Background: an optimization exercise with open tools, aiming at a short achievable clock period and few clock cycles. Do not read the settings as production practice. The RTL was checked by simulation tests, not by an equivalence proof against the original design. Power is estimated from default activity; no workload was simulated.

==> flow/config.mk <==
export PLATFORM = sky130hd
export DESIGN_NAME = pipeline_cpu
export DESIGN_NICKNAME = pipeline_cpu
export VERILOG_FILES = /design/flow/design.v
export SDC_FILE = /design/flow/constraint.sdc
export NUM_CORES = 4
export LEC_CHECK = 0
export CAP_MARGIN = 20
export CORE_MARGIN = 2
export CORE_UTILIZATION = 30
export PLACE_DENSITY = 0.5
export SLEW_MARGIN = 20
==> flow/constraint.sdc <==
create_clock -name core_clock -period 9.0 [get_ports {clk}]
set_input_delay 1.8000 -clock core_clock [delete_from_list [all_inputs] [get_ports {clk}]]
set_output_delay 1.8000 -clock core_clock [all_outputs]
set_load 0.01 [all_outputs]
==> flow/design.v <==
`timescale 1ns/1ps
package cpu_pkg;
    typedef enum logic [5:0] {
        OP_SPECIAL = 6'h00,
        OP_J       = 6'h02,
        OP_BEQ     = 6'h04,
        OP_BNE     = 6'h05,
        OP_ADDI    = 6'h08,
        OP_ANDI    = 6'h0c,
        OP_ORI     = 6'h0d,
        OP_LUI     = 6'h0f,
        OP_LW      = 6'h23,
        OP_SW      = 6'h2b
    } opcode_e;
    typedef enum logic [5:0] {
        FN_SLL = 6'h00,
        FN_SRL = 6'h02,
        FN_ADD = 6'h20,
        FN_SUB = 6'h22,
        FN_AND = 6'h24,
        FN_OR  = 6'h25,
        FN_XOR = 6'h26,
        FN_SLT = 6'h2a
    } funct_e;
    typedef struct packed {
        logic op_add;      
        logic op_sub;
        logic op_and;
        logic op_or;       
        logic op_xor;
        logic op_slt;
        logic op_sll;
        logic op_srl;
        logic use_rs;
        logic use_rt;
        logic sel_imm;
        logic sign_ext;
        logic lui;
        logic dest_rt;
        logic reg_write;
        logic mem_read;
        logic mem_write;
        logic branch;
        logic bne;
        logic jump;
    } ctrl_t;
endpackage
`timescale 1ns/1ps
module decode_ctrl (
    input  logic [5:0]     op,
    input  logic [5:0]     funct,
    output cpu_pkg::ctrl_t ctrl
);
    always_comb begin
        ctrl = '0;
        case (op)
            cpu_pkg::OP_SPECIAL: begin
                ctrl.reg_write = 1'b1;
                ctrl.use_rs    = 1'b1;
                ctrl.use_rt    = 1'b1;
                case (funct)
                    cpu_pkg::FN_ADD: ctrl.op_add = 1'b1;
                    cpu_pkg::FN_SUB: ctrl.op_sub = 1'b1;
                    cpu_pkg::FN_AND: ctrl.op_and = 1'b1;
                    cpu_pkg::FN_OR:  ctrl.op_or  = 1'b1;
                    cpu_pkg::FN_XOR: ctrl.op_xor = 1'b1;
                    cpu_pkg::FN_SLT: ctrl.op_slt = 1'b1;
                    cpu_pkg::FN_SLL: begin
                        ctrl.op_sll = 1'b1;
                        ctrl.use_rs = 1'b0;
                    end
                    cpu_pkg::FN_SRL: begin
                        ctrl.op_srl = 1'b1;
                        ctrl.use_rs = 1'b0;
                    end
                    default: begin
                        ctrl.reg_write = 1'b0;
                        ctrl.use_rs    = 1'b0;
                        ctrl.use_rt    = 1'b0;
                    end
                endcase
            end
            cpu_pkg::OP_ADDI: begin
                ctrl.op_add    = 1'b1;
                ctrl.use_rs    = 1'b1;
                ctrl.sel_imm   = 1'b1;
                ctrl.sign_ext  = 1'b1;
                ctrl.dest_rt   = 1'b1;
                ctrl.reg_write = 1'b1;
            end
            cpu_pkg::OP_ANDI: begin
                ctrl.op_and    = 1'b1;
                ctrl.use_rs    = 1'b1;
                ctrl.sel_imm   = 1'b1;
                ctrl.dest_rt   = 1'b1;
                ctrl.reg_write = 1'b1;
            end
            cpu_pkg::OP_ORI: begin
                ctrl.op_or     = 1'b1;
                ctrl.use_rs    = 1'b1;
                ctrl.sel_imm   = 1'b1;
                ctrl.dest_rt   = 1'b1;
                ctrl.reg_write = 1'b1;
            end
            cpu_pkg::OP_LUI: begin
                ctrl.op_or     = 1'b1;
                ctrl.lui       = 1'b1;
                ctrl.sel_imm   = 1'b1;
                ctrl.dest_rt   = 1'b1;
                ctrl.reg_write = 1'b1;
            end
            cpu_pkg::OP_LW: begin
                ctrl.op_add    = 1'b1;
                ctrl.use_rs    = 1'b1;
                ctrl.sel_imm   = 1'b1;
                ctrl.sign_ext  = 1'b1;
                ctrl.dest_rt   = 1'b1;
                ctrl.reg_write = 1'b1;
                ctrl.mem_read  = 1'b1;
            end
            cpu_pkg::OP_SW: begin
                ctrl.op_add    = 1'b1;
                ctrl.use_rs    = 1'b1;
                ctrl.use_rt    = 1'b1;
                ctrl.sel_imm   = 1'b1;
                ctrl.sign_ext  = 1'b1;
                ctrl.mem_write = 1'b1;
            end
            cpu_pkg::OP_BEQ: begin
                ctrl.use_rs = 1'b1;
                ctrl.use_rt = 1'b1;
                ctrl.branch = 1'b1;
            end
            cpu_pkg::OP_BNE: begin
                ctrl.use_rs = 1'b1;
                ctrl.use_rt = 1'b1;
                ctrl.branch = 1'b1;
                ctrl.bne    = 1'b1;
            end
            cpu_pkg::OP_J: ctrl.jump = 1'b1;
            default: ;
        endcase
    end
endmodule
`timescale 1ns/1ps
module hazard_unit (
    input  logic [5-1:0] rs,
    input  logic [5-1:0] rt,
    input  logic [5-1:0] id_dest,
    input  logic                   id_write,
    input  logic [5-1:0] ex_dest,
    input  logic                   ex_write,
    input  logic                   stall,
    output logic                   ex_hit_a,
    output logic                   ex_hit_b,
    output logic                   nxt_ex_a,
    output logic                   nxt_ex_b
);
    assign ex_hit_a = ex_write && ex_dest == rs;
    assign ex_hit_b = ex_write && ex_dest == rt;
    assign nxt_ex_a = !stall && id_write && id_dest == rs;
    assign nxt_ex_b = !stall && id_write && id_dest == rt;
endmodule
`timescale 1ns/1ps
module reg_file (
    input  logic                   clk,
    input  logic                   rst,
    input  logic [5-1:0] raddr_a,
    input  logic [5-1:0] raddr_b,
    input  logic [5-1:0] waddr,
    input  logic [32-1:0]   wdata,
    input  logic                   we,
    output logic [32-1:0]   rdata_a,
    output logic [32-1:0]   rdata_b
);
    logic [32-1:1][32-1:0] regs;
    logic [32-1:1]                valid;
    logic [32-1:0]                     rd [32];
    always_ff @(posedge clk or posedge rst) begin
        if (rst) begin
            valid <= '0;
        end else if (we) begin
            valid[waddr] <= 1'b1;
        end
    end
    for (genvar i = 1; i < 32; i++) begin : g_reg
        always_ff @(posedge clk) begin
            if (we && waddr == i) begin
                regs[i] <= wdata;
            end
        end
    end
    always_comb begin
        rd[0] = '0;
        for (int i = 1; i < 32; i++) begin
            rd[i] = regs[i] & {32{valid[i]}};
        end
    end
    assign rdata_a = (we && waddr == raddr_a) ? wdata : rd[raddr_a];
    assign rdata_b = (we && waddr == raddr_b) ? wdata : rd[raddr_b];
endmodule
`timescale 1ns/1ps
module alu (
    input  logic [32-1:0] a,
    input  logic [32-1:0] b,
    input  logic [4:0]           shamt,
    input  logic                 op_add,
    input  logic                 op_sub,
    input  logic                 op_and,
    input  logic                 op_or,
    input  logic                 op_xor,
    input  logic                 op_slt,
    input  logic                 op_sll,
    input  logic                 op_srl,
    output logic [32-1:0] result
);
    logic [32-1:0] sum;
    logic [32-1:0] diff;
    logic                 less;
    assign sum  = a + b;
    assign diff = a - b;
    assign less = $signed(a) < $signed(b);
    assign result = ({32{op_add}} & sum)
                  | ({32{op_sub}} & diff)
                  | ({32{op_and}} & (a & b))
                  | ({32{op_or}}  & (a | b))
                  | ({32{op_xor}} & (a ^ b))
                  | ({32{op_sll}} & (b << shamt))
                  | ({32{op_srl}} & (b >> shamt))
                  | {{(32-1){1'b0}}, op_slt & less};
endmodule
`timescale 1ns/1ps
module pipeline_cpu (
    input  logic                 clk,
    input  logic                 rst,
    output logic [32-1:0] pcaddr,
    input  logic [32-1:0] inst,
    output logic [32-1:0] dmem_addr,
    output logic [32-1:0] dmem_wdata,
    output logic                 dmem_re,
    output logic                 dmem_we,
    input  logic [32-1:0] rdata
);
    logic [32-1:2]   pc;
    logic [32-1:0]   id_inst;
    logic [32-1:2]   id_pc4;
    logic [32-1:0]   id_rfa;
    logic [32-1:0]   id_rfb;
    logic                   id_fwd_a;
    logic                   id_fwd_b;
    logic                   id_valid;
    logic [32-1:0]   ex_a;
    logic [32-1:0]   ex_b;
    logic [32-1:2]   ex_btgt;
    logic [32-1:2]   ex_fall;
    logic [5-1:0] ex_dest;
    logic [4:0]             ex_shamt;
    logic                   ex_op_add;
    logic                   ex_op_sub;
    logic                   ex_op_and;
    logic                   ex_op_or;
    logic                   ex_op_xor;
    logic                   ex_op_slt;
    logic                   ex_op_sll;
    logic                   ex_op_srl;
    logic                   ex_write;
    logic                   ex_load;
    logic                   ex_branch;
    logic                   ex_bne;
    logic                   ex_pred;
    logic [32-1:0]   dm_addr;
    logic [32-1:0]   dm_wdata;
    logic                   dm_re;
    logic                   dm_we;
    logic [32-1:0]   wb_res;
    logic [5-1:0] wb_dest;
    logic                   wb_write;
    logic [32-1:0] ex_result;
    logic [32-1:0] ex_val;
    logic                 ex_eq;
    logic                 ex_taken;
    logic                 mispredict;
    logic [32-1:2] ex_redirect;
    alu i_alu (
        .a      (ex_a),
        .b      (ex_b),
        .shamt  (ex_shamt),
        .op_add (ex_op_add),
        .op_sub (ex_op_sub),
        .op_and (ex_op_and),
        .op_or  (ex_op_or),
        .op_xor (ex_op_xor),
        .op_slt (ex_op_slt),
        .op_sll (ex_op_sll),
        .op_srl (ex_op_srl),
        .result (ex_result)
    );
    assign ex_val = ex_load ? rdata : ex_result;
    assign ex_eq       = ex_a == ex_b;
    assign ex_taken    = ex_eq ^ ex_bne;
    assign mispredict  = ex_branch && (ex_taken != ex_pred);
    assign ex_redirect = ex_taken ? ex_btgt : ex_fall;
    cpu_pkg::ctrl_t         ctrl;
    logic [5-1:0] rs;
    logic [5-1:0] rt;
    logic [5-1:0] rd;
    logic [15:0]            imm;
    logic [5-1:0] dest;
    logic [32-1:0]   imm_ext;
    logic [32-1:0]   opa;
    logic [32-1:0]   opb;
    logic [32-1:2]   br_target;
    logic [32-1:2]   j_target;
    logic                   stall;
    logic                   pred;
    logic                   resolved;
    logic                   d_taken;
    logic                   go_target;
    logic                   d_write;
    logic                   d_branch;
    logic                   d_jump;
    logic                   d_mem;
    assign rs  = id_inst[25:21];
    assign rt  = id_inst[20:16];
    assign rd  = id_inst[15:11];
    assign imm = id_inst[15:0];
    decode_ctrl i_decode_ctrl (
        .op    (id_inst[31:26]),
        .funct (id_inst[5:0]),
        .ctrl  (ctrl)
    );
    assign dest     = ctrl.dest_rt ? rt : rd;
    assign d_write  = id_valid && ctrl.reg_write && dest != '0;
    assign d_branch = id_valid && ctrl.branch;
    assign d_jump   = id_valid && ctrl.jump;
    assign d_mem    = id_valid && (ctrl.mem_read || ctrl.mem_write);
    assign stall = d_mem && id_fwd_a;
    assign opa = id_fwd_a ? ex_val : id_rfa;
    assign opb = id_fwd_b ? ex_val : id_rfb;
    logic                 sa_alu;
    logic                 sa_ld;
    logic                 sa_rf;
    logic                 sb_alu;
    logic                 sb_ld;
    logic                 sb_rf;
    logic [32-1:0] ex_a_d;
    logic [32-1:0] ex_b_d;
    assign sa_alu = id_fwd_a && !ex_load && !ctrl.lui;
    assign sa_ld  = id_fwd_a && ex_load && !ctrl.lui;
    assign sa_rf  = !id_fwd_a && !ctrl.lui;
    assign sb_alu = id_fwd_b && !ex_load && !ctrl.sel_imm;
    assign sb_ld  = id_fwd_b && ex_load && !ctrl.sel_imm;
    assign sb_rf  = !id_fwd_b && !ctrl.sel_imm;
    assign ex_a_d = ({32{sa_alu}} & ex_result)
                  | ({32{sa_ld}}  & rdata)
                  | ({32{sa_rf}}  & id_rfa);
    assign ex_b_d = ({32{sb_alu}} & ex_result)
                  | ({32{sb_ld}}  & rdata)
                  | ({32{sb_rf}}  & id_rfb)
                  | ({32{ctrl.sel_imm}} & imm_ext);
    assign imm_ext = ctrl.lui ? {imm, 16'h0} : {{16{ctrl.sign_ext & imm[15]}}, imm};
    assign pred = (rs == rt) ? !ctrl.bne : (ctrl.bne || imm[15]);
    assign resolved  = !id_fwd_a && !id_fwd_b;
    assign d_taken   = (id_rfa == id_rfb) ^ ctrl.bne;
    assign go_target = resolved ? d_taken : pred;
    assign br_target = id_pc4 + {{16{imm[15]}}, imm};
    assign j_target  = {id_pc4[31:28], id_inst[25:0]};
    always_ff @(posedge clk) begin
        ex_a      <= ex_a_d;
        ex_b      <= ex_b_d;
        ex_btgt   <= br_target;
        ex_fall   <= id_pc4 + 1'b1;
        ex_dest   <= dest;
        ex_shamt  <= id_inst[10:6];
        ex_op_add <= ctrl.op_add;
        ex_op_sub <= ctrl.op_sub;
        ex_op_and <= ctrl.op_and;
        ex_op_or  <= ctrl.op_or;
        ex_op_xor <= ctrl.op_xor;
        ex_op_slt <= ctrl.op_slt;
        ex_op_sll <= ctrl.op_sll;
        ex_op_srl <= ctrl.op_srl;
        ex_load   <= ctrl.mem_read;
        ex_bne    <= ctrl.bne;
        ex_pred   <= pred;
        dm_addr   <= id_rfa + {{16{imm[15]}}, imm};
        dm_wdata  <= opb;
    end
    always_ff @(posedge clk or posedge rst) begin
        if (rst) begin
            ex_write  <= 1'b0;
            ex_branch <= 1'b0;
            dm_re     <= 1'b0;
            dm_we     <= 1'b0;
        end else begin
            ex_write  <= d_write && !stall;
            ex_branch <= d_branch && !resolved && !stall;
            dm_re     <= id_valid && ctrl.mem_read && !stall;
            dm_we     <= id_valid && ctrl.mem_write && !stall;
        end
    end
    logic [32-1:2] pc_plus4;
    logic [32-1:2] next_pc;
    logic [32-1:0] rf_a;
    logic [32-1:0] rf_b;
    logic                 ex_hit_a;
    logic                 ex_hit_b;
    logic                 nxt_ex_a;
    logic                 nxt_ex_b;
    assign pcaddr   = {pc, 2'b00};
    assign pc_plus4 = pc + 1'b1;
    reg_file i_reg_file (
        .clk     (clk),
        .rst     (rst),
        .raddr_a (inst[25:21]),
        .raddr_b (inst[20:16]),
        .waddr   (wb_dest),
        .wdata   (wb_res),
        .we      (wb_write),
        .rdata_a (rf_a),
        .rdata_b (rf_b)
    );
    hazard_unit i_hazard_unit (
        .rs       (inst[25:21]),
        .rt       (inst[20:16]),
        .id_dest  (dest),
        .id_write (d_write),
        .ex_dest  (ex_dest),
        .ex_write (ex_write),
        .stall    (stall),
        .ex_hit_a (ex_hit_a),
        .ex_hit_b (ex_hit_b),
        .nxt_ex_a (nxt_ex_a),
        .nxt_ex_b (nxt_ex_b)
    );
    always_comb begin
        if (mispredict) begin
            next_pc = ex_redirect;
        end else if (stall) begin
            next_pc = pc;
        end else if (d_jump) begin
            next_pc = j_target;
        end else if (d_branch && go_target) begin
            next_pc = br_target;
        end else begin
            next_pc = pc_plus4;
        end
    end
    always_ff @(posedge clk or posedge rst) begin
        if (rst) begin
            pc       <= '0;
            id_valid <= 1'b0;
        end else begin
            pc <= next_pc;
            if (!stall) begin
                id_valid <= !mispredict;
            end
        end
    end
    always_ff @(posedge clk) begin
        if (!stall) begin
            id_inst <= inst;
            id_pc4  <= pc_plus4;
            id_rfa  <= ex_hit_a ? ex_val : rf_a;
            id_rfb  <= ex_hit_b ? ex_val : rf_b;
        end else begin
            id_rfa  <= opa;
            id_rfb  <= opb;
        end
        id_fwd_a <= nxt_ex_a;
        id_fwd_b <= nxt_ex_b;
    end
    always_ff @(posedge clk) begin
        wb_res  <= ex_val;
        wb_dest <= ex_dest;
    end
    always_ff @(posedge clk or posedge rst) begin
        if (rst) begin
            wb_write <= 1'b0;
        end else begin
            wb_write <= ex_write;
        end
    end
    assign dmem_addr  = dm_addr;
    assign dmem_wdata = dm_wdata;
    assign dmem_re    = dm_re;
    assign dmem_we    = dm_we;
endmodule
==> flow/flow/run.sh <==
#!/bin/bash
set -euo pipefail
MARGIN=${MARGIN:-6.5}
bash standard.sh ADDER_MAP_FILE= SETUP_SLACK_MARGIN=$MARGIN finish > standard_flow.log 2>&1
==> flow/standard.sh <==
#!/bin/bash
# synth_recipe.tcl (not shown) runs the flow's synth.tcl, then flattens the netlist and writes it again
# the make line also repeats each setting of config.mk as NAME=value (left out here)
make -C /OpenROAD-flow-scripts/flow DESIGN_CONFIG=/design/flow/config.mk WORK_HOME=/design/flow/orfs CLKGATE_MAP_FILE= SYNTH_SCRIPT=/design/flow/synth_recipe.tcl "${@:-finish}"
==> flow_metrics.env, run 1 <==
export IMPL_drt_met1_wl_mm=169
export IMPL_drt_first_pass_iters=14
export IMPL_hold_viol=0
export IMPL_dpl_hpwl_mm=282
export IMPL_end_kind="register"
export IMPL_path_class="primary input to register"
export IMPL_top_layer_used="met5"
export IMPL_postRouteAntennaNets=0
export IMPL_seq_area_sq_um=40200
export IMPL_cp_required_ps=9720
export IMPL_numCtsBuffers=161
export IMPL_core_sq_um=251000
export IMPL_finalWirelength_mm=493
export IMPL_start_util=0.301
export IMPL_rsz0062_at_grt="true"
export IMPL_slew_limit_headroom=0.270
export IMPL_syn_area_sq_um=75400
export IMPL_drive_above_1_share=0.342
export IMPL_insertion_delay_ps=880
export IMPL_routed_via_density=6.88
export IMPL_synth_cell_type_count=119
export IMPL_synth_edf_count=1086
export IMPL_p_leak_uw=0.0370
export IMPL_synth_seq_cells=1433
export IMPL_dr_total_vias=82082
export IMPL_finClkSkew_ps=51.1
export IMPL_max_freq_ghz=0.264
export IMPL_final_nets=8476
export IMPL_max_cap_violations=0
export IMPL_wire_per_inst_microns=41.3
export IMPL_vdd_drop_max_mv=0.222
export IMPL_status="no timing/DRC/antenna violations"
export IMPL_boundaryPins=164
export IMPL_drv_slew=0
export IMPL_multiInputGateArea_sq_um=40000
export IMPL_tns_ps=0
export IMPL_path_delay_family="simple AND/OR/NAND/NOR gates"
export IMPL_largest_register="i_reg_file.regs"
export IMPL_hold_path_depth=0
export IMPL_worstPathMaxFanout=13
export IMPL_gp_congestion=0.989
export IMPL_root_buffer="clkbuf_16"
export IMPL_clockBufferDepth=3
export IMPL_fillCellCount=23585
export IMPL_drtIter0Drc=15939
export IMPL_syn_area_per_cell_sq_um=9.93
export IMPL_antenna_found_initial=36
export IMPL_synth_seq_area_share=0.529
export IMPL_async_reset_ff_frac=0.0468
export IMPL_die_w_microns=505
export IMPL_worstMarginPinSlew_ps=1100
export IMPL_dieArea_sq_um=255000
export IMPL_overflow=0
export IMPL_syn_inst=7590
export IMPL_start_kind="primary input"
export IMPL_port_buffers=161
export IMPL_reg2reg_slack_ps=5510
export IMPL_cts_tree="done"
export IMPL_critPathBufInv=4
export IMPL_num_rows=184
export IMPL_cts_sinks=1433
export IMPL_cp_slowest_stage_delay_ps=570
export IMPL_path_cells="buf_12 -> buf_12 -> buf_4 -> nand3_4 -> nor2_4 -> buf_6 -> nand3_1 -> nand4_1 -> or4_4 -> or4_4 -> a221oi_2 -> a211oi_2 -> o21ai_1 -> o21ai_1"
export IMPL_synthFlopType="edfxtp_1"
export IMPL_pwr_density_cell_nw_per_um2=180
export IMPL_critPathSlowestCell="or4_4"
export IMPL_hp_class="register to register"
export IMPL_syn_to_final_growth_pct=40.4
export IMPL_cp_depth=14
export IMPL_grt_usage=0.365
export IMPL_die_h_microns=505
export IMPL_grt_pass1_vias=74801
export IMPL_htree_levels=4
export IMPL_holdBufCountCts=0
export IMPL_wl_met2_mm=191
export IMPL_fin_crit_ps=3790
export IMPL_final_core_util=0.422
export IMPL_yosysWarnings=4
export IMPL_grt_max_degree=73
export IMPL_clk_pin_slew_worst_paths_ps=60
export IMPL_largest_reg_flops=992
export IMPL_setup_viol=0
export IMPL_grt_pass1_wl_mm=647
export IMPL_reg2regPathDepth=13
export IMPL_drc=0
export IMPL_min_period_over_period=0.421
export IMPL_dr_wl_met3_mm=78.9
export IMPL_crit_arrival_ps=4510
[what timing repair did]
action | CTS | global route
pin swaps | 480 | 378
hold endpoints to repair | 0 | 0
setup buffers | 676 | 163
gates cloned | 46 | 8
endpoints found under the setup margin | 954 | 809
resized for setup | 1963 | 502
[worst register-to-register path: stages (launching register included)]
cell	delay (ps)
dfxtp_1	340
buf_8	220
xor2_4	160
nor3_2	310
nand4_1	150
buf_6	180
nor4_4	700
xnor2_4	210
buf_12	190
mux2_4	350
nor2_4	170
buf_6	120
o21ai_2	40
o31ai_1	240
[final timing paths]
| kind | from | to |
|---|---|---|
| setup / recovery | inst[18] | id_rfb[21] |
| min in group asynchronous | rst | pc[15] |
| hold reg to reg | ex_dest[1] | wb_dest[1] |
| max in group asynchronous | rst | i_reg_file.valid[6] |
| hold / removal | ex_dest[1] | wb_dest[1] |
| setup reg to reg | ex_b[29] | pc[30] |
[layout by cell type, fill, tap and decap left out, types with 142 or more instances in the layout]
| master | instances |
|---|---|
| buf_6 | 344 |
| nand2_1 | 240 |
| clkbuf_16 | 172 |
| xnor2_1 | 142 |
| nand3_1 | 1918 |
| nand4_1 | 465 |
| a21oi_1 | 166 |
| nor2_1 | 255 |
| buf_4 | 628 |
| dfxtp_1 | 167 |
| edfxtp_1 | 1086 |
| buf_12 | 189 |
[power by group]
group | internal, uW | leakage [uW] | switching, uW
Sequential | 7480 | 0.0133 | 519
Combinational | 1640 | 0.0211 | 2570
Clock | 3840 | 0.00259 | 3020
[cell families (layout without fill, tap and decap cells)]
kind of cell,after synthesis,count (layout),synth area share
other cells,2,72,0.0000996
fa+ha+maj,58,58,0.00780
buf+inv,844,1765,0.0438
simple gates,3743,3745,0.254
flops,1433,1433,0.529
mux,219,221,0.0399
xor+xnor,303,303,0.0355
compound gates,988,988,0.0901
[synthesized netlist by cell type (103+ instances only)]
library cell	number	share of area
clkbuf_1	557	0.028
buf_1	103	0.0051
mux2i_1	137	0.018
nand3_1	2062	0.14
a21oi_1	237	0.016
nor4_1	150	0.012
dfxtp_1	280	0.074
xnor2_1	167	0.019
nand2_1	300	0.015
o21ai_0	156	0.010
nor2_1	403	0.020
edfxtp_1	1086	0.43
nand4_1	465	0.039
xor2_1	133	0.015
[routing by layer]
metal	GRT usage	vias to the layer above
li1	-	30707
met1	0.435	39819
met2	0.507	8551
met3	0.176	2951
met4	0.267	54
met5	0.0158	-
[cell type report]
class	count	share of cell area
antenna	38	0.000899
clock buffer	217	0.0418
clock inverter	83	0.00881
inverter	109	0.00415
multi-input combinational	5349	0.378
sequential	1433	0.380
tap	3348	0.0396
timing repair buffer	1356	0.147
[metrics by stage]
stage / instances / setup WS, ps / power, uW / area, sq um / hold slack, ps
after global placement: 10700 / 2730 / 11000 / 82800 / 397
after detailed placement: 10701 / 2760 / 11000 / 82800 / 388
final: 11933 / 5210 / 19100 / 106000 / 407
after floorplan: 7622 / 5070 / 9690 / 78800 / 373
after global routing: 11908 / 5240 / 19400 / 106000 / 407
after CTS: 11723 / 5400 / 18600 / 102000 / 405
Testbench counts, summed over its fixed seeds: cycles 21,338.
==> run 2, diff against run 1 <==
==> flow/flow/run.sh (replaced) <==
#!/bin/bash
set -euo pipefail
MARGIN=${MARGIN:-5.6}
bash standard.sh ADDER_MAP_FILE= SETUP_SLACK_MARGIN=$MARGIN finish > standard_flow.log 2>&1
==> run 2 against run 1 <==
  * Sequential share of layout area grew 3.0 points
  * Power down 2.7%
  * Utilization fell by 3.2 points
  * Critical path type unchanged
==> flow_metrics.env, run 2 <==
export IMPL_cts_sinks=1433
export IMPL_postRouteAntennaNets=0
export IMPL_grt_pass1_wl_mm=608
export IMPL_end_kind="register"
export IMPL_fin_cells=11534
export IMPL_synthFlopType="edfxtp_1"
export IMPL_hp_class="register to register"
export IMPL_vdd_drop_max_mv=0.221
export IMPL_largest_register="i_reg_file.regs"
export IMPL_pwr_density_cell_nw_per_um2=190
export IMPL_dpl_hpwl_mm=276
export IMPL_finClkSkew_ps=64.8
export IMPL_layout_common_cells="nand3_1, edfxtp_1, buf_4, nand4_1, nor2_1"
export IMPL_start_util=0.301
export IMPL_syn_inst=7590
export IMPL_largest_reg_flops=992
export IMPL_min_period_over_period=0.424
export IMPL_final_nets=8099
export IMPL_p_leak_uw=0.0338
export IMPL_syn_area_sq_um=75400
export IMPL_slew_limit_headroom=0.140
export IMPL_drc=0
export IMPL_reg2reg_slack_ps=5290
export IMPL_insertion_delay_ps=860
export IMPL_layout_commonest_cell="nand3_1"
export IMPL_drt_first_pass_iters=11
export IMPL_worstHoldStart="ex_dest[2]"
export IMPL_port_buffers=161
export IMPL_synth_cell_type_count=119
export IMPL_hold_viol=0
export IMPL_clk_pin_slew_worst_paths_ps=60
export IMPL_worstPathMaxFanout=7
export IMPL_syn_to_final_growth_pct=29.6
export IMPL_grt_pass1_vias=70844
export IMPL_dr_total_vias=78245
export IMPL_antenna_found_initial=28
export IMPL_crit_arrival_ps=4600
export IMPL_max_freq_ghz=0.262
export IMPL_core_sq_um=251000
export IMPL_hold_end="wb_dest[2]"
export IMPL_syn_area_per_cell_sq_um=9.93
export IMPL_reg2reg_from="ex_shamt[0]"
export IMPL_placed_area_sq_um=82000
export IMPL_worstMarginPinSlew_ps=1290
export IMPL_drv_slew=0
export IMPL_gp_congestion=0.993
export IMPL_finalWirelength_mm=462
export IMPL_dp_cells=10711
export IMPL_cp_required_ps=9790
export IMPL_path_class="primary input to register"
export IMPL_overflow=0
export IMPL_boundaryPins=164
export IMPL_synth_common_cells="nand3_1, edfxtp_1, clkbuf_1"
export IMPL_postLayoutCellArea_sq_um=97700
export IMPL_yosys_area_top_type_share=0.433
export IMPL_die_h_microns=505
export IMPL_cts_tree="done"
export IMPL_setup_viol=0
export IMPL_num_rows=184
export IMPL_fin_crit_ps=3820
export IMPL_hold_path_depth=0
export IMPL_synthTopCellsByArea="edfxtp_1, nand3_1, dfxtp_1"
export IMPL_synth_edf_count=1086
export IMPL_drive_above_1_share=0.250
export IMPL_dieArea_sq_um=255000
export IMPL_root_buffer="clkbuf_16"
export IMPL_grt_max_degree=65
export IMPL_timing_rr_end="ex_b[26]"
export IMPL_max_cap_violations=0
export IMPL_status="no timing/DRC/antenna violations"
export IMPL_holdBufCountCts=0
export IMPL_tns_ps=0
export IMPL_clockBufferDepth=3
export IMPL_synth_seq_area_share=0.529
export IMPL_reg2regPathDepth=16
export IMPL_async_reset_ff_frac=0.0468
export IMPL_drtIter0Drc=15584
export IMPL_synth_top_cell_by_area="edfxtp_1"
export IMPL_routed_via_density=6.78
export IMPL_wire_per_inst_microns=40.1
export IMPL_yosysWarnings=4
export IMPL_htree_levels=4
export IMPL_grt_usage=0.343
export IMPL_yosysMostFrequentCell="nand3_1"
export IMPL_start_kind="primary input"
export IMPL_die_w_microns=505
export IMPL_synth_seq_cells=1433
export IMPL_rsz0062_at_grt="true"
export IMPL_numCtsBuffers=158
run 2: cell types whose count changed in the layout (fill, tap and decap cells not counted), sizes merged:
cell,previous run,this run
clkinv,54,66
bufinv,12,18
inv,115,117
buf,1276,821
dlygate4sd2,0,68
mux2,22,21
clkinvlp,11,8
diode,38,18
or4b,4,3
clkbuf,230,209
clkdlybuf4s15,0,23
bufbuf,12,3
run 2: what timing repair did:
item	4_1_cts	5_1_grt
pin swaps	207	194
gates cloned	13	11
resized for setup	947	420
buffers inserted	354	132
endpoints found under the setup margin	339	183
run 2: area by class of cell:
cell class                 instances  area (sq um)
clock buffer                     195          4260
antenna                           18          45.0
fill                           24318        153000
clock inverter                   100          1290
tap                             3348          4190
timing repair buffer             984         10400
multi-input combinational       5347         37000
sequential                      1433         40100
inverter                         109           420
run 2: worst max-delay path by stage:
stage,start,to,slack [ps],cells after the start
5_1_grt,inst[17],id_rfb[30],5280,14
4_1_cts,ex_shamt[0],id_rfb[23],5370,14
2_1_floorplan,inst[17],id_rfb[21],5050,11
3_5_place_dp,inst[18],id_rfb[27],2480,12
3_3_place_gp,inst[18],id_rfb[27],2420,12
6_report,inst[17],id_rfb[30],5180,15
run 2: stage by stage:
step	utilization	setup slack (ps)	hold WS (ps)	total power [uW]
5_1_grt	0.390	5280	417	18900
3_5_place_dp	0.327	2480	393	10900
6_report	0.390	5180	406	18600
2_1_floorplan	-	5050	373	9560
4_1_cts	0.376	5370	402	18200
3_3_place_gp	0.327	2420	391	10900
run 2: power breakdown:
part / switching [uW] / internal (uW) / leakage (uW)
Sequential: 478 / 7470 / 0.0133
Clock: 3110 / 3960 / 0.00269
Combinational: 2300 / 1240 / 0.0178
Total: 5890 / 12700 / 0.0338
run 2: worst max-delay path, stage by stage:
cell      delay (ps)
buf_12           100
buf_8            140
or3b_4           460
nor2_4           180
buf_12           170
buf_12           150
buf_4            160
nand3_1          100
nand4_1          160
nor4_2            90
a21oi_4          410
a21oi_2          100
mux2_4           290
a211oi_2         150
a21o_1           120
run 2: metal layers:
metal  GRT usage  share of wire  up-vias
met1       0.429           0.36    38432
met2       0.492           0.40     7723
met5     0.00807         0.0013        -
met4       0.200          0.081       22
li1            -              -    29909
met3       0.142           0.15     2159
run 2: cell families (layout without fill, tap and decap cells):
group	Yosys count	after routing	share of synthesized area
and+or+nand+nor	3743	3744	0.254
other	2	52	0.0000996
muxes	219	220	0.0399
adders and majority gates	58	58	0.00780
buffers and inverters	844	1388	0.0438
xor gates and xnor gates	303	303	0.0355
DFF	1433	1433	0.529
AOI/OAI and AO/OA	988	988	0.0901
==> run 3, diff against run 2 <==
==> flow/flow/run.sh (replaced) <==
#!/bin/bash
# The standard layout (standard.sh), with these changes that do not touch
# the registers or the constraints:
#  - synthesis without the full/half-adder cell mapping (ADDER_MAP_FILE
#    empty), so that ABC maps adders as plain logic, which is faster here
#  - the 4-input OR and NOR cells (or4*, nor4*: slow, with four stacked
#    PMOS transistors) added to the platform's don't-use list, so that
#    mapping builds wide ORs from faster cells; DONT_USE_CELLS on the make
#    command line replaces the platform's list, so it is repeated here
set -euo pipefail
MARGIN=${MARGIN:-6.5}
PLATFORM_DONT_USE="sky130_fd_sc_hd__probe_p_8 sky130_fd_sc_hd__probec_p_8 sky130_fd_sc_hd__lpflow_bleeder_1 sky130_fd_sc_hd__lpflow_clkbufkapwr_1 sky130_fd_sc_hd__lpflow_clkbufkapwr_16 sky130_fd_sc_hd__lpflow_clkbufkapwr_2 sky130_fd_sc_hd__lpflow_clkbufkapwr_4 sky130_fd_sc_hd__lpflow_clkbufkapwr_8 sky130_fd_sc_hd__lpflow_clkinvkapwr_1 sky130_fd_sc_hd__lpflow_clkinvkapwr_16 sky130_fd_sc_hd__lpflow_clkinvkapwr_2 sky130_fd_sc_hd__lpflow_clkinvkapwr_4 sky130_fd_sc_hd__lpflow_clkinvkapwr_8 sky130_fd_sc_hd__lpflow_decapkapwr_12 sky130_fd_sc_hd__lpflow_decapkapwr_3 sky130_fd_sc_hd__lpflow_decapkapwr_4 sky130_fd_sc_hd__lpflow_decapkapwr_6 sky130_fd_sc_hd__lpflow_decapkapwr_8 sky130_fd_sc_hd__lpflow_inputiso0n_1 sky130_fd_sc_hd__lpflow_inputiso0p_1 sky130_fd_sc_hd__lpflow_inputiso1n_1 sky130_fd_sc_hd__lpflow_inputiso1p_1 sky130_fd_sc_hd__lpflow_inputisolatch_1 sky130_fd_sc_hd__lpflow_isobufsrc_1 sky130_fd_sc_hd__lpflow_isobufsrc_16 sky130_fd_sc_hd__lpflow_isobufsrc_2 sky130_fd_sc_hd__lpflow_isobufsrc_4 sky130_fd_sc_hd__lpflow_isobufsrc_8 sky130_fd_sc_hd__lpflow_isobufsrckapwr_16 sky130_fd_sc_hd__lpflow_lsbuf_lh_hl_isowell_tap_1 sky130_fd_sc_hd__lpflow_lsbuf_lh_hl_isowell_tap_2 sky130_fd_sc_hd__lpflow_lsbuf_lh_hl_isowell_tap_4 sky130_fd_sc_hd__lpflow_lsbuf_lh_isowell_4 sky130_fd_sc_hd__lpflow_lsbuf_lh_isowell_tap_1 sky130_fd_sc_hd__lpflow_lsbuf_lh_isowell_tap_2 sky130_fd_sc_hd__lpflow_lsbuf_lh_isowell_tap_4"
SLOW_CELLS=" sky130_fd_sc_hd__or4_1 sky130_fd_sc_hd__or4_2 sky130_fd_sc_hd__or4_4 sky130_fd_sc_hd__or4b_1 sky130_fd_sc_hd__or4b_2 sky130_fd_sc_hd__or4b_4 sky130_fd_sc_hd__or4bb_1 sky130_fd_sc_hd__or4bb_2 sky130_fd_sc_hd__or4bb_4 sky130_fd_sc_hd__nor4_1 sky130_fd_sc_hd__nor4_2 sky130_fd_sc_hd__nor4_4 sky130_fd_sc_hd__nor4b_1 sky130_fd_sc_hd__nor4b_2 sky130_fd_sc_hd__nor4b_4 sky130_fd_sc_hd__nor4bb_1 sky130_fd_sc_hd__nor4bb_2 sky130_fd_sc_hd__nor4bb_4"
bash standard.sh ADDER_MAP_FILE= "DONT_USE_CELLS=$PLATFORM_DONT_USE $SLOW_CELLS" SETUP_SLACK_MARGIN=$MARGIN finish > standard_flow.log 2>&1
==> run 3 against run 2 <==
  * Still clean on timing, DRC and antenna
  * Worst hold slack lost 1.9 ps
  * Via count grew 6.0%
  * Routed wire length grew 5.5%
  * Clock power shrank 1%
  * Combinational power grew 18%
  * Power grew 3.3%
  * Sequential power grew 0.8%
  * Highest routed layer unchanged
==> flow_metrics.env, run 3 <==
export IMPL_p_leak_uw=0.0367
export IMPL_worstPathMaxFanout=18
export IMPL_htree_levels=4
export IMPL_synth_edf_count=1086
export IMPL_yosys_area_top_type_share=0.432
export IMPL_layout_commonest_cell="nand3_1"
export IMPL_path_class="primary input to register"
export IMPL_finClkSkew_ps=109
export IMPL_num_rows=184
export IMPL_hp_class="register to register"
export IMPL_synthTopCellsByArea="edfxtp_1, nand3_1, dfxtp_1"
export IMPL_routed_via_density=6.95
export IMPL_syn_inst=7607
export IMPL_syn_to_final_growth_pct=38.0
export IMPL_start_util=0.301
export IMPL_clk_pin_slew_worst_paths_ps=60
export IMPL_dr_total_vias=82920
export IMPL_overflow=0
export IMPL_fin_cells=11932
export IMPL_synthFlopType="edfxtp_1"
export IMPL_yosysWarnings=4
export IMPL_worstMarginPinSlew_ps=1210
export IMPL_dpl_hpwl_mm=274
export IMPL_dp_cells=10710
export IMPL_drt_first_pass_iters=20
export IMPL_power_frac_seq=0.418
export IMPL_synth_top_cell_by_area="edfxtp_1"
export IMPL_largest_register="i_reg_file.regs"
export IMPL_synth_cell_type_count=112
export IMPL_clockBufferDepth=3
export IMPL_dieArea_sq_um=256000
export IMPL_cp_required_ps=9690
export IMPL_drive_above_1_share=0.317
export IMPL_synth_common_cells="nand3_1, edfxtp_1, clkbuf_1"
export IMPL_path_cells="buf_12 -> or3b_4 -> buf_12 -> nor2_4 -> buf_6 -> nand3_1 -> nand4_1 -> nor2_1 -> nand4_1 -> a221oi_4 -> nor2_2 -> o21ai_4 -> o21ai_2"
export IMPL_p_int_uw=13100
export IMPL_crit_arrival_ps=4510
export IMPL_holdBufCountCts=0
export IMPL_drtIter0Drc=18603
export IMPL_p_switching_uw=6080
export IMPL_die_h_microns=506
export IMPL_cts_sinks=1433
export IMPL_postRouteAntennaNets=0
export IMPL_tns_ps=0
export IMPL_drv_slew=0
export IMPL_path_delay_family="simple AND/OR/NAND/NOR gates"
export IMPL_cp_slowest_stage_delay_ps=700
export IMPL_max_freq_ghz=0.261
export IMPL_synth_seq_cells=1433
export IMPL_fin_crit_ps=3830
export IMPL_holdWs_ps=404
export IMPL_antenna_found_initial=39
export IMPL_critPathSlowestCell="a221oi_4"
export IMPL_largest_reg_flops=992
export IMPL_cts_tree="done"
export IMPL_port_buffers=161
export IMPL_netSwitchingFraction=0.317
export IMPL_status="no timing/DRC/antenna violations"
export IMPL_layout_common_cells="nand3_1, edfxtp_1, buf_4, nand4_1, nor2_1"
export IMPL_core_sq_um=251000
export IMPL_synth_seq_area_share=0.528
export IMPL_slew_limit_headroom=0.192
export IMPL_end_kind="register"
export IMPL_boundaryPins=164
export IMPL_gp_congestion=1.02
export IMPL_grt_max_degree=66
export IMPL_pwr_share_clk=0.365
export IMPL_drc=0
export IMPL_async_reset_ff_frac=0.0468
export IMPL_p_comb_frac=0.217
export IMPL_critPathBufInv=3
export IMPL_root_buffer="clkbuf_16"
export IMPL_grt_pass1_wl_mm=638
export IMPL_insertion_delay_ps=910
export IMPL_final_nets=8486
export IMPL_finalWirelength_mm=488
export IMPL_start_kind="primary input"
export IMPL_yosysMostFrequentCell="nand3_1"
export IMPL_grt_usage=0.359
export IMPL_grt_pass1_vias=74657
export IMPL_die_w_microns=506
export IMPL_max_cap_violations=0
export IMPL_min_period_over_period=0.425
export IMPL_vdd_drop_max_mv=0.149
export IMPL_rsz0062_at_grt="true"
export IMPL_setup_viol=0
export IMPL_pwr_density_cell_nw_per_um2=184
export IMPL_numCtsBuffers=157
export IMPL_hold_viol=0
export IMPL_wire_per_inst_microns=40.9
export IMPL_syn_area_per_cell_sq_um=9.93
export IMPL_syn_area_sq_um=75600
## run 3: cell types whose count changed after synthesis, sizes merged, moves of 44 or more
cell    previous run  this run
a311oi            20        71
a31oi             66       205
and3              46       152
nand3           2062      1761
nor2             404       508
nor3              83       127
nor4             152         0
## run 3: stage by stage
stage	util	instance area (sq um)	total power [uW]	setup slack [ps]
after global routing	0.415	104000	19400	5400
after CTS	0.397	99700	18500	5400
after global placement	0.330	82800	10900	2790
after floorplan	-	78300	9630	5410
final	0.416	104000	19200	5170
after detailed placement	0.330	82800	11000	2700
## run 3: layout make-up
| class | instances | area, sq um |
|---|---|---|
| Fill cell | 23597 | 147000 |
| Sequential cell | 1433 | 40200 |
| Multi-Input combinational cell | 5370 | 38500 |
| Timing Repair Buffer | 1344 | 15300 |
| Clock buffer | 216 | 4400 |
| Tap cell | 3348 | 4190 |
| Clock inverter | 76 | 1070 |
| Inverter | 113 | 458 |
| Antenna cell | 31 | 77.6 |
| Timing Repair inverter | 1 | 5.00 |
## run 3: repair_timing
item | CTS | global route
pin swaps | 360 | 320
cloned | 29 | 9
setup buffers | 653 | 208
gates resized for setup | 1654 | 561
endpoints found under the setup margin | 726 | 806
## run 3: worst paths after layout
kind	from	to	slack, ps	depth (start not counted)
max	inst[17]	id_rfb[17]	5170	13
min	ex_dest[4]	wb_dest[4]	400	0
max reg2reg	ex_a[1]	id_rfb[31]	5460	12
min reg2reg	ex_dest[4]	wb_dest[4]	400	0
max in group asynchronous	rst	i_reg_file.valid[20]	6760	2
min in group asynchronous	rst	i_reg_file.valid[31]	1580	3
## run 3: power groups by stage
stage	Sequential [uW]	Combinational [uW]	Clock [uW]
after floorplan	7830	1800	0
after global placement	8210	2730	0
after detailed placement	8220	2740	0
after CTS	7990	3580	6970
after global routing	8030	4180	7220
final	8010	4160	7000
## run 3: cells by family (layout without fill, tap and decap cells)
kind of cell / count (synthesis) / count (layout) / synth area share
XOR/XNOR: 300 / 300 / 0.0354
buffers and inverters: 840 / 1750 / 0.0437
AND/OR/NAND/NOR: 3614 / 3618 / 0.242
AO/OA/AOI/OAI: 1128 / 1128 / 0.102
other: 2 / 65 / 0.0000994
multiplexers: 231 / 231 / 0.0411
flip-flops: 1433 / 1433 / 0.528
adder cells (fa/ha/maj): 59 / 59 / 0.00793
## run 3: per-layer routing
metal  vias up  global-route usage  wire length, microns
met5         -              0.0261                  1780
met4        69               0.256                 49600
met3      3037               0.197                 85100
met2      9126               0.488                187000
met1     40041               0.423                165000
li1      30647                   -                     -

-- afterwards: timing with drivers on the ports --
In the flow no input, the clock included, has a driving cell. The finished layouts below were timed again as built, in two steps. Step 1, drivers: a clkbuf_16 drives clk and a buf_2 each remaining input, both assumed. Step 2, shift: input delay + t, output delay - t, t = (earliest + latest rising clock arrival at the registers) / 2. This alone moves slack from input paths to output paths. Three values: ideal ports, drivers, drivers and shift; two values: the first two.
run | shift t [ns] | setup slack, ns | clock arrival spread, ns | cell pins on the clock port's net
run 1 | 0.948 | 5.209 / 5.252 / 4.304 | 0.061 / 0.060 | 1
run 2 | 0.932 | 5.183 / 5.187 / 4.255 | 0.084 / 0.085 | 1
run 3 | 0.946 | 5.174 / 5.029 / 4.083 | 0.110 / 0.110 | 1
After both steps every run listed still meets setup and hold. The setup slack of run 3, which loses most, moves by -0.145 ns with the drivers and by -1.091 ns with both steps.
